From an optimization exercise on the open Yosys and OpenROAD flow, aimed at small area; shortcuts taken in it are not production practice.
Only simulation tests tie the RTL to the original design; equivalence was not proved.
No activity file was given, so power comes from the tool's default toggle rates.

build 76:
## mips_exec_profiler
module mips_exec_profiler #(
    parameter int CNT_W       = 16,
    parameter int TRACE_DEPTH = 16,
    parameter int CYC_W       = 8
) (
    input  logic                  clk,
    input  logic                  reset,
    input  logic                  prof_en,
    input  logic                  prof_clr,
    input  logic [2:0]            uc_state,
    input  logic [31:0]           instr,
    input  logic [4:0]            rd_addr,
    output logic [CNT_W-1:0]      rd_data,
    input  logic                  trace_pop,
    output logic                  trace_valid,
    output logic [4+CYC_W+32-1:0] trace_data,
    output logic                  trace_ovf
);
Size in the first run: ~2200 cells after synthesis, about 960 flip-flops, roughly 110 I/O pins, ~36000 um2 of cells after synthesis.
export LEC_CHECK = 0
export CAP_MARGIN = 0
export CORE_MARGIN = 2
export CORE_UTILIZATION = 70
export PLACE_DENSITY = 0.85
export SLEW_MARGIN = 0
create_clock -name core_clock -period 6.0 [get_ports {clk}]
standard.sh (not shown) runs the stock make flow with config.mk's settings and CLKGATE_MAP_FILE= SYNTH_SCRIPT=/design/flow/synth_recipe.tcl, a recipe that flattens the netlist after the stock synthesis.
==> flow/flow/run.sh <==
#!/bin/bash
# The standard ORFS layout with three changes:
#  - synthesis maps logic with the area-oriented ABC script in
#    flow/abc_area.script (everything else in the synthesis is unchanged, so
#    the registers are the standard synthesis's);
#  - port buffers use the smallest buffer cell;
#  - clock tree synthesis builds larger sink clusters without dummy loads.
# Each tool's output goes to the ORFS logs under orfs/logs; the make output
# goes to standard.log in the work folder.
set -euo pipefail
cd "$(dirname "$0")/.."
W=$(pwd)

# ORFS's synth.tcl with the ABC script swapped, and the standard flow's synthesis script
# sourcing it.
sed "s#^source \$::env(SCRIPTS_DIR)/synth_preamble.tcl\$#&\nset abc_args [lreplace \$abc_args 1 1 $W/flow/abc_area.script]#" \
    "$FLOW_HOME/scripts/synth.tcl" > "$W/synth_abc.tcl"
grep -q "abc_area.script" "$W/synth_abc.tcl"
sed "s#\$::env(SCRIPTS_DIR)/synth.tcl#$W/synth_abc.tcl#" "$W/synth_recipe.tcl" > "$W/synth_recipe_abc.tcl"
grep -q "synth_abc.tcl" "$W/synth_recipe_abc.tcl"

bash standard.sh \
    "SYNTH_SCRIPT=$W/synth_recipe_abc.tcl" \
    "BUFFER_PORTS_ARGS=-buffer_cell sky130_fd_sc_hd__buf_1" \
    "CTS_ARGS=-sink_clustering_enable -repair_clock_nets -dont_use_dummy_load -buf_list sky130_fd_sc_hd__clkbuf_16 -sink_clustering_size 25 -sink_clustering_max_diameter 60" \
    finish > standard.log 2>&1
==> flow/flow/abc_area.script <==
strash
dc2
dch -f
amap
&get -n
&st
&dch
&nf
&put
topo
stime -c
dnsize -c
Build 76 reached the final stage; the timing, DRC and antenna checks on its layout passed.
What build 6 does differently from build 76 at the input level:
- PLACE_DENSITY: 0.85 -> 0.75
- CORE_UTILIZATION: 70 -> 60
- CAP_MARGIN: 0 -> 20
- SLEW_MARGIN: 0 -> 20
-- flow/flow/run.sh --
<<< build 76, line 24
    "BUFFER_PORTS_ARGS=-buffer_cell sky130_fd_sc_hd__buf_1" \
    "CTS_ARGS=-sink_clustering_enable -repair_clock_nets -dont_use_dummy_load -buf_list sky130_fd_sc_hd__clkbuf_16 -sink_clustering_size 25 -sink_clustering_max_diameter 60" \
    finish > standard.log 2>&1
>>> build 6, line 24
    "BUFFER_PORTS_ARGS=-buffer_cell sky130_fd_sc_hd__buf_1" \
    "CTS_ARGS=-sink_clustering_enable -repair_clock_nets -dont_use_dummy_load -buf_list sky130_fd_sc_hd__clkbuf_16 -sink_clustering_size 30 -sink_clustering_max_diameter 70 -root_buf sky130_fd_sc_hd__clkbuf_8 -tree_buf sky130_fd_sc_hd__clkbuf_4" \
    finish > standard.log 2>&1
==> flow/flow/abc_area.script <==
strash
dc2
resub -K 8
dc2
dch -f
amap
&get -n
&st
&dch -f
&nf -R 1000
&put
topo
stime -c
dnsize -c
Notes after the runs:
The final layout from build 6, which completed every stage, passed the timing, DRC and antenna checks at the end of the flow. Build 6 vs. build 76: routed length on met2 decreased about 1.6%; maximum frequency essentially unchanged; post-layout utilization of the core decreased 12 points; mux share of post-synthesis cell area essentially unchanged. The number of nets in the final layout reported for build 6 is smaller than that of build 76 by 31. Taking build 76 as the reference point, the setup slack of build 6 falls by 9.3 ps. Cell count: build 6 higher than build 76. Compared to build 76, build 6 has count of clock-buffer cells in the layout 14% lower. Compared with build 76, build 6 shows global-route wire length before repair lower by 6.6%. Number of buffer and inverter stages on the critical path, build 76 and build 6: smaller value in build 6. Build 6 and build 76 ended up with roughly the same storage element area.
The inputs of build 52 differ from those of build 6 as listed below.
- changing PLACE_DENSITY from 0.75 to 0.85
- changing CORE_UTILIZATION from 60 to 70
==> flow/flow/abc_area.script <==
strash
dc2
dch -f
amap
&get -n
&st
&dch
&nf
&put
topo
stime -c
dnsize -c
Results
- | combined area of all synthesized cells | build 52 vs build 6 | worse |
- Relative to build 6, chip height has decreased by 7.1% in build 52.
- | multiplexer share of the synthesized area | build 52 vs build 6 | ≈ equal |
- Final setup slack of the worst path (build 52 over build 6): increase, 100 ps
- Sort build 52 and build 6 by logic gate share of total power, ascending, and build 52 comes first.
[inputs] build 50 vs build 52
==> flow/flow/abc_area.script <==
strash
dc2
resub -K 8
dc2
dch -f
amap
&get -n
&st
&dch -f
&nf -R 1000
&put
topo
stime -c
dnsize -c
## What came out
Build 50 vs build 52 — post-route standard cell area excluding fillers dropped slightly. Sort build 52 and build 50 by number of clock buffers in the layout asc -> top: build 52. Comparing build 52 and build 50, the lower number of global-route vias before repair was measured on build 50. Critical-path cell with the highest stage delay = dfrtp_1: build 50; critical-path cell with the highest stage delay = or4b_1: build 52. The final wirelength in build 50 sits 4000 um above the value recorded for build 52. In build 50, worst hold slack is lower than in build 52. Area growth from synthesis to final layout of build 50 is on par with build 52.
## Diff of input files: build 42 against build 50
- CORE_UTILIZATION changed from 70 to 76
- PLACE_DENSITY changed from 0.85 to 0.9
-- flow/flow/abc_area.script --
<<< build 50, line 11
&put
topo
>>> build 42, line 11
&put
strash
dch -f
amap
&get -n
&st
&dch -f
&nf -R 1000
&put
topo
==> results.txt <==
Complete run, failing final checks: build 42, reason negative setup slack. Build 42 vs build 50 — first-pass GRT wire length dropped slightly. For complex-gate fraction of the synthesized area, build 50 and build 42 come out practically identical. Summary: with build 50 as the reference, design area in build 42 moved down slightly. Relative to build 50, number of buffers inserted during clock tree synthesis decreased by 4.7% in build 42. Going from build 50 to build 42, number of gates on the worst path with buffers counted went down by 1; total power went down by about 2.4%. From build 50 to build 42 the numbers moved as follows: core utilization picked up an extra 5.9 points; count of TritonRoute iterations in the first routing pass picked up an extra 3; maximum frequency lost 3.9%. Area of the die: lower on build 42. Compared with build 50, build 42 shows die span in y that has gone down by a few percent.

[re-timing with driven ports]
The flow's constraints put no driver on any port. The routed layouts listed below were extracted and timed again, unchanged, in two steps.
Step 1 sets driving cells, clkbuf_16 on the clock port and buf_2 on the other inputs (assumed; they add their load-dependent delay and slew).
Step 2 times the ports against the registers' clock, not the clock port: input delays grow and output delays shrink by t, the midpoint of the rising clock arrivals with the driver on.
Three values: ideal ports, drivers, drivers and shift; two values: the first two.
run | t, ns | setup slack, ns | latest minus earliest clock arrival (ns)
build 76 | 0.686 | 0.219 / 0.159 / 0.846 | 0.080 / 0.079
build 6 | 0.784 | 0.210 / 0.150 / 0.539 | 0.153 / 0.154
build 52 | 0.778 | 0.310 / 0.250 / 0.792 | 0.100 / 0.100
build 50 | 0.813 | 0.187 / 0.124 / 0.686 | 0.110 / 0.110
build 42 | 0.776 | -0.051 / -0.105 / 0.671 | 0.076 / 0.076
